Background: an optimization exercise with open tools, aiming at small area, a short achievable clock period and few clock cycles per item. Do not read the settings as production practice. At most, simulation tests tie the RTL to the original design; equivalence was not proved. The RTL of run 2 was laid out without a check of its function. No activity file was given, so power comes from the tool's default toggle rates.

==> flow/design.v (outline; a module is shown in full before it is edited, if it fits) <==
// module complex_square_lane: 1011 lines
// module csq_final_r: 8 lines
// module csq_final_p: 8 lines
// module nch_complex_square: 83 lines
module nch_complex_square
#(
    parameter int WIDTH = 16,
    parameter int NCH   = 4,
    parameter int FRAC  = 14
) (
    input  logic                 clk,
    input  logic                 rst,
    input  logic [NCH*WIDTH-1:0] inReal,
    input  logic [NCH*WIDTH-1:0] inImag,
    input  logic                 inMode,
    input  logic                 inValid,
    output logic                 inReady,
    output logic [NCH*WIDTH-1:0] outReal,
    output logic [NCH*WIDTH-1:0] outImag,
    output logic                 outValid,
    input  logic                 outReady,
    output logic [NCH-1:0]       satFlag
);
  // ...
==> flow/flow/run.sh <==
#!/bin/bash
# Layout flow: the standard layout, with two changes:
# - synthesis: the coarse-to-fine synth step runs without its quick ABC pass,
#   so that extract_fa sees the design's full adders as written (the ABC pass
#   rewrites their polarity and leaves inverters between adders). The final
#   ABC mapping, the flip-flop mapping and the rest are the standard ones.
# - placement: every input and output port still gets its buffer, but a plain
#   buf_1 (resized later where timing needs it) instead of the delay cell
#   clkdlybuf4s50_1 that buffer_ports picks by default.
set -euo pipefail
work=$(pwd)
# The synthesis script: the standard flow's own, with its synth wrapper adding -noabc to
# the "fine:" run only.
sed '1s/.*/proc synth {args} { if {[lsearch -exact $args "fine:"] >= 0} { yosys synth -nofsm -noshare -noabc {*}$args } else { yosys synth -nofsm -noshare {*}$args } }/' \
  "$work/synth_recipe.tcl" > "$work/noabc_synth.tcl"
grep -q 'noabc' "$work/noabc_synth.tcl"
sed "s#/synth_recipe.tcl#/noabc_synth.tcl#" "$work/standard.sh" > "$work/noabc_standard.sh"
grep -q 'noabc_synth.tcl' "$work/noabc_standard.sh"
bash "$work/noabc_standard.sh" "BUFFER_PORTS_ARGS=-buffer_cell sky130_fd_sc_hd__buf_1" finish > "$work/flow_make.log" 2>&1
==> flow/standard.sh <==
#!/bin/bash
# synth_recipe.tcl (not shown) runs the flow's synth.tcl, then flattens the netlist and writes it again
# the make line also repeats each setting of config.mk as NAME=value (left out here)
make -C /OpenROAD-flow-scripts/flow DESIGN_CONFIG=/design/flow/config.mk WORK_HOME=/design/flow/orfs CLKGATE_MAP_FILE= SYNTH_SCRIPT=/design/flow/synth_recipe.tcl "${@:-finish}"
==> flow/config.mk <==
export PLATFORM = sky130hd
export DESIGN_NAME = nch_complex_square
export DESIGN_NICKNAME = nch_complex_square
export VERILOG_FILES = /design/flow/design.v
export SDC_FILE = /design/flow/constraint.sdc
export NUM_CORES = 4
export LEC_CHECK = 0
export CAP_MARGIN = 20
export CORE_MARGIN = 2
export CORE_UTILIZATION = 40
export GPL_TIMING_DRIVEN = 0
export SETUP_SLACK_MARGIN = 4.85
export SLEW_MARGIN = 20
==> flow/constraint.sdc <==
create_clock -name core_clock -period 9.0 [get_ports {clk}]
set_input_delay 1.8000 -clock core_clock [delete_from_list [all_inputs] [get_ports {clk}]]
set_output_delay 1.8000 -clock core_clock [all_outputs]
set_load 0.01 [all_outputs]
==> metrics.md, run 1 <==
| Metric | Value |
|---|---|
| Top power group | `combinational cells` |
| First-pass iteration count of the detailed router | `6` |
| Fin. max-slew vios | `0` |
| Status | `no timing/DRC/antenna violations` |
| Top cell by count, worst path | `buf_16` |
| Hold EP | `outValid` |
| Overall routing resource usage | `23.07%` |
| Deepest clock path buffer count | `3` |
| Clock buf/inv share | `3.131%` |
| Top flop regs | `s2R: 188 flops, s2P: 180 flops` |
| Crit path launch | `outReady` |
| Grt ovf | `0` |
| FF+latch count | `633` |
| Num CTS Buffers | `83` |
| Final setup violation count | `0` |
| Met1 wire length | `93490 um` |
| Most common cell after layout, fill and taps aside | `fa_1` |
| Pre-CTS WS | `3423 ps` |
| Placed Instances | `9471` |
| FF/Latch Area | `0.01899 mm^2` |
| Worst R2R Setup Slack | `4770 ps` |
| Adder-cell share of the synthesized area | `41.11%` |
| # IOs | `267` |
| Post-synth EDFFs | `630` |
| Top reg by flops | `s2R` |
| Dominant kind of cell | `multi-input combinational cells` |
| Non-Filler Instances | `9955` |
| Cells on worst reg2reg path | `11` |
| Die Span X | `441.5 um` |
| Skew-Pair Late Insertion Delay | `740 ps` |
| # resized after CTS | `865` |
| Met1 usage | `31.18%` |
| Number of global-route vias before repair | `56420` |
| First-pass GRT wire length | `341300 um` |
| Chip Height | `441.5 um` |
Testbench counts, summed over its fixed seeds: cycles 12,024, items 12,000.
==> module csq_final_p, before the edit <==
module csq_final_p (
    input  logic [44:0] bits,
    output logic [18:0] top
);
    logic [22:0] sum;
    assign sum = {1'b1, bits[42], bits[40], bits[38], bits[36], bits[34], bits[32], bits[30], bits[28], bits[26], bits[24], bits[22], bits[20], bits[18], bits[16], bits[14], bits[12], bits[10], bits[8], bits[6], bits[4], bits[2], bits[0]} + {1'b0, bits[43], bits[41], bits[39], bits[37], bits[35], bits[33], bits[31], bits[29], bits[27], bits[25], bits[23], bits[21], bits[19], bits[17], bits[15], bits[13], bits[11], bits[9], bits[7], bits[5], bits[3], bits[1]} + 23'(bits[44]);
    assign top = sum[22:4];
endmodule
==> inputs of run 2 (changes only) <==
--- a/flow/design.v
+++ b/flow/design.v
@@ -1,13 +1,13 @@
 package nch_csq_pkg;
     localparam logic MODE_SQUARE = 1'b0;
     localparam logic MODE_MAG2   = 1'b1;
     localparam int   RBITS = 47;
-    localparam int   PBITS = 45;
+    localparam int   PBITS = 46;
 endpackage
 module complex_square_lane (
     input  logic [15:0] a,
     input  logic [15:0] b,
     input  logic        mode,
     output logic [nch_csq_pkg::RBITS-1:0] rBits,
     output logic [nch_csq_pkg::PBITS-1:0] pBits
 );
@@ -1008,32 +1008,32 @@
     assign p_219 = bp7_13 ^ p_167 ^ p_166;
     assign p_220 = (bp7_13 & p_167) | (p_166 & (bp7_13 ^ p_167));
     assign p_221 = ~bp6_16 ^ bp7_14 ^ p_168;
     assign p_222 = (~bp6_16 & bp7_14) | (p_168 & (~bp6_16 ^ bp7_14));
     assign p_223 = ~bp7_15;
     assign p_224 = bp7_15;
     assign pLow = {1'b0, {p_180, p_178, p_176, p_174, p_172, p_170, p_169, bp0_1, bn0}} + {1'b0, {p_181, p_179, p_177, p_175, p_173, p_171, bp1_0, 1'b0, bp0_0}};
     assign rBits = {rLow[10], r_127, r_126, r_125, r_124, r_123, r_122, r_121, r_120, r_119, r_118, r_117, r_116, r_115, r_114, r_113, r_112, r_111, r_110, r_109, r_108, r_107, r_106, r_105, r_104, r_103, r_102, r_101, r_100, r_99, r_98, r_97, r_96, r_95, r_94, r_93, r_92, r_91, r_90, r_89, r_88, r_87, r_86, r_85, r_84, r_83, r_82};
-    assign pBits = {pLow[9], ~bp7_16, p_224, p_223, p_222, p_221, p_220, p_219, p_218, p_217, p_216, p_215, p_214, p_213, p_212, p_211, p_210, p_209, p_208, p_207, p_206, p_205, p_204, p_203, p_202, p_201, p_200, p_199, p_198, p_197, p_196, p_195, p_194, p_193, p_192, p_191, p_190, p_189, p_188, p_187, p_186, p_185, p_184, p_183, p_182};
+    assign pBits = {pLow[9], 1'b1, ~bp7_16, p_224, p_223, p_222, p_221, p_220, p_219, p_218, p_217, p_216, p_215, p_214, p_213, p_212, p_211, p_210, p_209, p_208, p_207, p_206, p_205, p_204, p_203, p_202, p_201, p_200, p_199, p_198, p_197, p_196, p_195, p_194, p_193, p_192, p_191, p_190, p_189, p_188, p_187, p_186, p_185, p_184, p_183, p_182};
 endmodule
 module csq_final_r (
     input  logic [46:0] bits,
     output logic [18:0] top
 );
     logic [22:0] sum;
     assign sum = {bits[44], bits[42], bits[40], bits[38], bits[36], bits[34], bits[32], bits[30], bits[28], bits[26], bits[24], bits[22], bits[20], bits[18], bits[16], bits[14], bits[12], bits[10], bits[8], bits[6], bits[4], bits[2], bits[0]} + {bits[45], bits[43], bits[41], bits[39], bits[37], bits[35], bits[33], bits[31], bits[29], bits[27], bits[25], bits[23], bits[21], bits[19], bits[17], bits[15], bits[13], bits[11], bits[9], bits[7], bits[5], bits[3], bits[1]} + 23'(bits[46]);
     assign top = sum[22:4];
 endmodule
 module csq_final_p (
-    input  logic [44:0] bits,
+    input  logic [45:0] bits,
     output logic [18:0] top
 );
     logic [22:0] sum;
-    assign sum = {1'b1, bits[42], bits[40], bits[38], bits[36], bits[34], bits[32], bits[30], bits[28], bits[26], bits[24], bits[22], bits[20], bits[18], bits[16], bits[14], bits[12], bits[10], bits[8], bits[6], bits[4], bits[2], bits[0]} + {1'b0, bits[43], bits[41], bits[39], bits[37], bits[35], bits[33], bits[31], bits[29], bits[27], bits[25], bits[23], bits[21], bits[19], bits[17], bits[15], bits[13], bits[11], bits[9], bits[7], bits[5], bits[3], bits[1]} + 23'(bits[44]);
+    assign sum = {bits[44], bits[42], bits[40], bits[38], bits[36], bits[34], bits[32], bits[30], bits[28], bits[26], bits[24], bits[22], bits[20], bits[18], bits[16], bits[14], bits[12], bits[10], bits[8], bits[6], bits[4], bits[2], bits[0]} + {1'b0, bits[43], bits[41], bits[39], bits[37], bits[35], bits[33], bits[31], bits[29], bits[27], bits[25], bits[23], bits[21], bits[19], bits[17], bits[15], bits[13], bits[11], bits[9], bits[7], bits[5], bits[3], bits[1]} + 23'(bits[45]);
     assign top = sum[22:4];
 endmodule
 module nch_complex_square
 #(
     parameter int WIDTH = 16,
     parameter int NCH   = 4,
     parameter int FRAC  = 14
 ) (
==> flow/run.sh (new file) <==
#!/bin/bash
# synth_recipe.tcl (not shown) runs the flow's synth.tcl, then flattens the netlist and writes it again
# the make line also repeats each setting of config.mk as NAME=value (left out here)
make -C /OpenROAD-flow-scripts/flow DESIGN_CONFIG=/design/flow/config.mk WORK_HOME=/design/flow/orfs CLKGATE_MAP_FILE= SYNTH_SCRIPT=/design/flow/synth_recipe.tcl finish
==> flow/config.mk (replaced) <==
export PLATFORM = sky130hd
export DESIGN_NAME = nch_complex_square
export DESIGN_NICKNAME = nch_complex_square
export VERILOG_FILES = /design/flow/design.v
export SDC_FILE = /design/flow/constraint.sdc
export NUM_CORES = 4
export LEC_CHECK = 0
export CAP_MARGIN = 20
export CORE_MARGIN = 2
export CORE_UTILIZATION = 40
export SETUP_SLACK_MARGIN = 5.0
export SLEW_MARGIN = 20
removed: flow/flow/run.sh
removed: flow/standard.sh
==> run 2 against run 1 <==
  * First-iteration DRC count grew 4.5%
  * Critical endpoint is now s2R[109]
  * Largest power group unchanged
  * Synthesized cell count grew 11%
  * Die area grew 2.0%
  * Clock power shrank 2%
==> metrics.md, run 2 <==
| Metric | Value |
|---|---|
| Number of global-route vias before repair | `58030 (+2.9%)` |
| Placed wire-length estimate | `138000 um` |
| Largest net degree at the start of global routing | `146` |
| WS Path Type | `reg2reg` |
| Cts hold-fix bufs | `0` |
| Via count of the routed design | `55320` |
| Clock Skews | `34.14 ps` |
| Hold EP | `outValid` |
| Placer Congestion | `0.8150` |
| # fillers | `17580` |
| Post-synth EDFFs | `630 (unchanged)` |
| CTS tree | `done` |
| Mapped Nets | `9327` |
| Crit share post-route | `45.15%` |
| Final instance area | `0.09371 mm^2` |
| Crit Path Max Fanout | `23` |
| Post-synthesis cell count | `7418` |
| Worst hold path cell count | `1` |
| WL/cell | `20.84 um` |
| Final setup violation count | `0 (unchanged)` |
| Worst min-delay path category | `reg2reg` |
| End of the worst register-to-register path | `s2R[109]` |
| CTS Sinks | `633` |
| Placed Instances | `9887 (+4.4%)` |
| Least-Margin Pin Slew | `955.1 ps` |
| Final hold slack | `452.4 ps` |
| Largest register FFs | `188` |
| Synth warn | `1` |
| Deepest clock path buffer count | `3 (unchanged)` |
| Die Span X | `446.0 um (+1.0%)` |
| Cell variety after synth | `87` |
| Clock slew at reported path FFs | `60 ps` |
| DR vias/cell | `5.267` |
| First-pass GRT wire length | `329500 um (-3.4%)` |
| Non-Filler Instances | `10500 (+5.5%)` |
| Most used DFF post-synth | `edfxtp_1` |
| Ys async rst share | `0.4739%` |
| Cells on worst reg2reg path | `11 (unchanged)` |
| Synth top area share | `30.64%` |
| Layout cell share with drive strength beyond 1 | `12.64%` |
| Top delay family on crit path | `adder cells` |
| Final WS setup | `4937 ps` |
| Req. time, crit path | `9480 ps` |
| Overall routing resource usage | `21.13% (-1.9 points)` |
| RSZ-0062 raised after global routing | `true` |
| CP Launch Type | `register` |
| Chip Height | `446.0 um (+1.0%)` |
| Max frequency | `246.1 MHz` |
| Adder-cell share of the synthesized area | `39.94% (-1.2 points)` |
| CP Capture Type | `register` |
| Synth cell count leaders | `1196 x fa_1, 1194 x inv_1, 643 x nand2_1` |
| Post-synthesis mux area share | `0.1537%` |
| Sum Neg Setup Slack | `0 ps` |
| Top flop regs | `s2R: 188 flops, s2P: 180 flops` |
| R2R Path Start | `s1Real[32]` |
| Initial DRC count | `4353` |
| Area leader, netlist | `fa_1` |
| PortBufs | `266` |
| Status | `no timing/DRC/antenna violations` |
| Slew HR | `36.26%` |
| Area grow syn2layout | `19.92%` |
| Hold Startpoint | `s2Valid` |
| Synthesis-stage register bit count | `633` |
| Top reg by flops | `s2R` |
| Number of antenna violations at the first check in global routing | `8` |
| Initial Util | `40.16%` |
| Most frequent cells in the layout | `1160 x inv_1, 1088 x fa_1, 639 x nand2_1, 630 x edfxtp_1, 546 x ha_1` |
| Hold Violations, Final | `0` |
| Worst stage delay on the critical path | `520 ps` |
| # IOs | `267 (unchanged)` |
| Crit path buffers/inverters | `4` |
| Skew-Pair Late Insertion Delay | `720 ps (-20 ps)` |
| VDD IR max | `0.2481 mV` |
| Final nets | `9798` |
| Post-Synth XOR/XNOR Area | `10.05%` |
| CP arrival | `4540 ps` |
| Drt total wl | `218900 um` |
| Num CTS Buffers | `85 (+2.4%)` |
| Post-route ant nets | `0` |
| Placed Area | `0.08333 mm^2` |
| H-tree depth | `3` |
| Fin. max-slew vios | `0 (unchanged)` |
| Main combinational cell family by area after synthesis | `adder cells` |
| Pre-CTS WS | `3768 ps (+344.6 ps)` |
| Sequential area share after synthesis | `24.31%` |
| PwrDens | `430.9 mW/mm^2` |
| Critical-path cell list | `buf_6, and2_1, fa_1, fa_1, fa_1, fa_1, inv_1, fa_1, inv_1, fa_1, inv_1` |
| DRC | `0` |
| Min Clock Period, post-route | `4063 ps` |
| Post-synthesis cell area | `0.07814 mm^2` |
| DIE AREA | `0.1989 mm^2` |
| LEAKAGE | `39.81 nW` |
| Root Buffer Master | `clkbuf_16` |
| Simple-gate portion of the synthesized area | `8.081%` |
| Synth top area cells | `fa_1 31%, edfxtp_1 24%, ha_1 9.3%` |
| Core Rows | `162` |
| Core Box Area | `0.1946 mm^2` |
| Synth Area in Compound Gates | `9.282%` |
| Worst R2R Setup Slack | `4940 ps (+170 ps)` |
| Avg Cell Area, Syn | `10.53 um^2` |
| Slowest cell on the critical path | `fa_1` |
| Most common cell after layout, fill and taps aside | `inv_1` |
| Top cell by count, worst path | `fa_1` |
| First-pass iteration count of the detailed router | `8 (+2)` |
| Grt ovf | `0 (unchanged)` |
| Top-count cell post-synth | `fa_1` |
| # Max-Cap Violations | `0` |
## run 2: metal layers
metal  track usage [%]  share of wire, %  up-vias
met5                 0             0.012        -
met4             6.016               2.6        4
met3             2.854               6.8      311
met2             35.63                49     1969
met1             28.40                42    28290
li1                  -                 -    24750
## run 2: power by group
group / leakage, nW / switching [mW] / internal [mW]
logic: 32.1 / 16.4 / 13.0
registers: 6.39 / 0.544 / 7.03
clock network: 1.34 / 1.40 / 2.03
total: 39.8 / 18.3 / 22.1
## run 2: layout make-up
| cell class | count | area [um^2] | share of cell area [%] |
|---|---|---|---|
| well taps | 2542 | 3181 | 3.394 |
| clock inverters | 54 | 548.0 | 0.5848 |
| multi-input cells | 5089 | 53500 | 57.09 |
| flip-flops and latches | 633 | 18990 | 20.27 |
| repair buffers | 872 | 10590 | 11.30 |
| inverters | 1207 | 4674 | 4.988 |
| diodes | 5 | 12.51 | 0.01335 |
| repair inverters | 1 | 5.005 | 0.005341 |
| clock buffers | 100 | 2205 | 2.353 |
## run 2: how the worst max path moves through the flow
stage / startpoint / to / slack [ps] / depth (start not counted)
after floorplan: outReady / inReady / 1070 / 1
after global placement: outReady / s1Real[16] / 3810 / 5
after detailed placement: outReady / s2P[53] / 3770 / 5
after CTS: s1Real[47] / s2R[109] / 4920 / 11
after global routing: s1Real[47] / s2R[109] / 4860 / 11
final: s1Real[32] / s2R[109] / 4940 / 11
## run 2: what timing repair did
action	4_1_cts	5_1_grt
pin swaps	31	116
buffers inserted	177	193
gates resized for setup	315	260
hold endpoints to repair	0	0
gates cloned	39	47
setup endpoints to repair	464	173
## run 2: cells by family after synthesis
group	count (synthesis)
adder cells (fa/ha/maj)	1777
buffers and inverters	1696
AND/OR/NAND/NOR	1344
AO/OA/AOI/OAI	1062
XOR/XNOR	895
flip-flops	633
multiplexers	11
## run 2: metrics by stage
step                util [%]  power, mW
finish                 48.16      40.38
global route           48.16      45.34
CTS                    46.28      40.33
detailed placement     42.82      35.87
global placement       42.82      35.18
floorplan                  -      28.07

[what the ideal ports hide]
The flow's constraints put no driver on any port. The routed layouts listed below were extracted and timed again, unchanged, in two steps. Step 1 assumes that a clkbuf_16 drives the clock port and a buf_2 every other input. Step 2 also shifts input and output timing later by t, the mid clock arrival at the registers, as if the neighbouring blocks saw the same clock. a / b / c = ideal ports / drivers / drivers and shift; a / b = the first two.
run | t, ns | slack for setup (ns) | worst data-port slew with drivers (ns)
run 1 | 0.812 | 4.579 / 4.541 / 4.541 | 0.07
run 2 | 0.792 | 4.937 / 4.937 / 4.450 | 0.10
After both steps setup and hold are still met in every run listed. For run 2, which loses most, drivers alone change the setup slack by 0.000 ns; drivers and shift together by -0.487 ns.
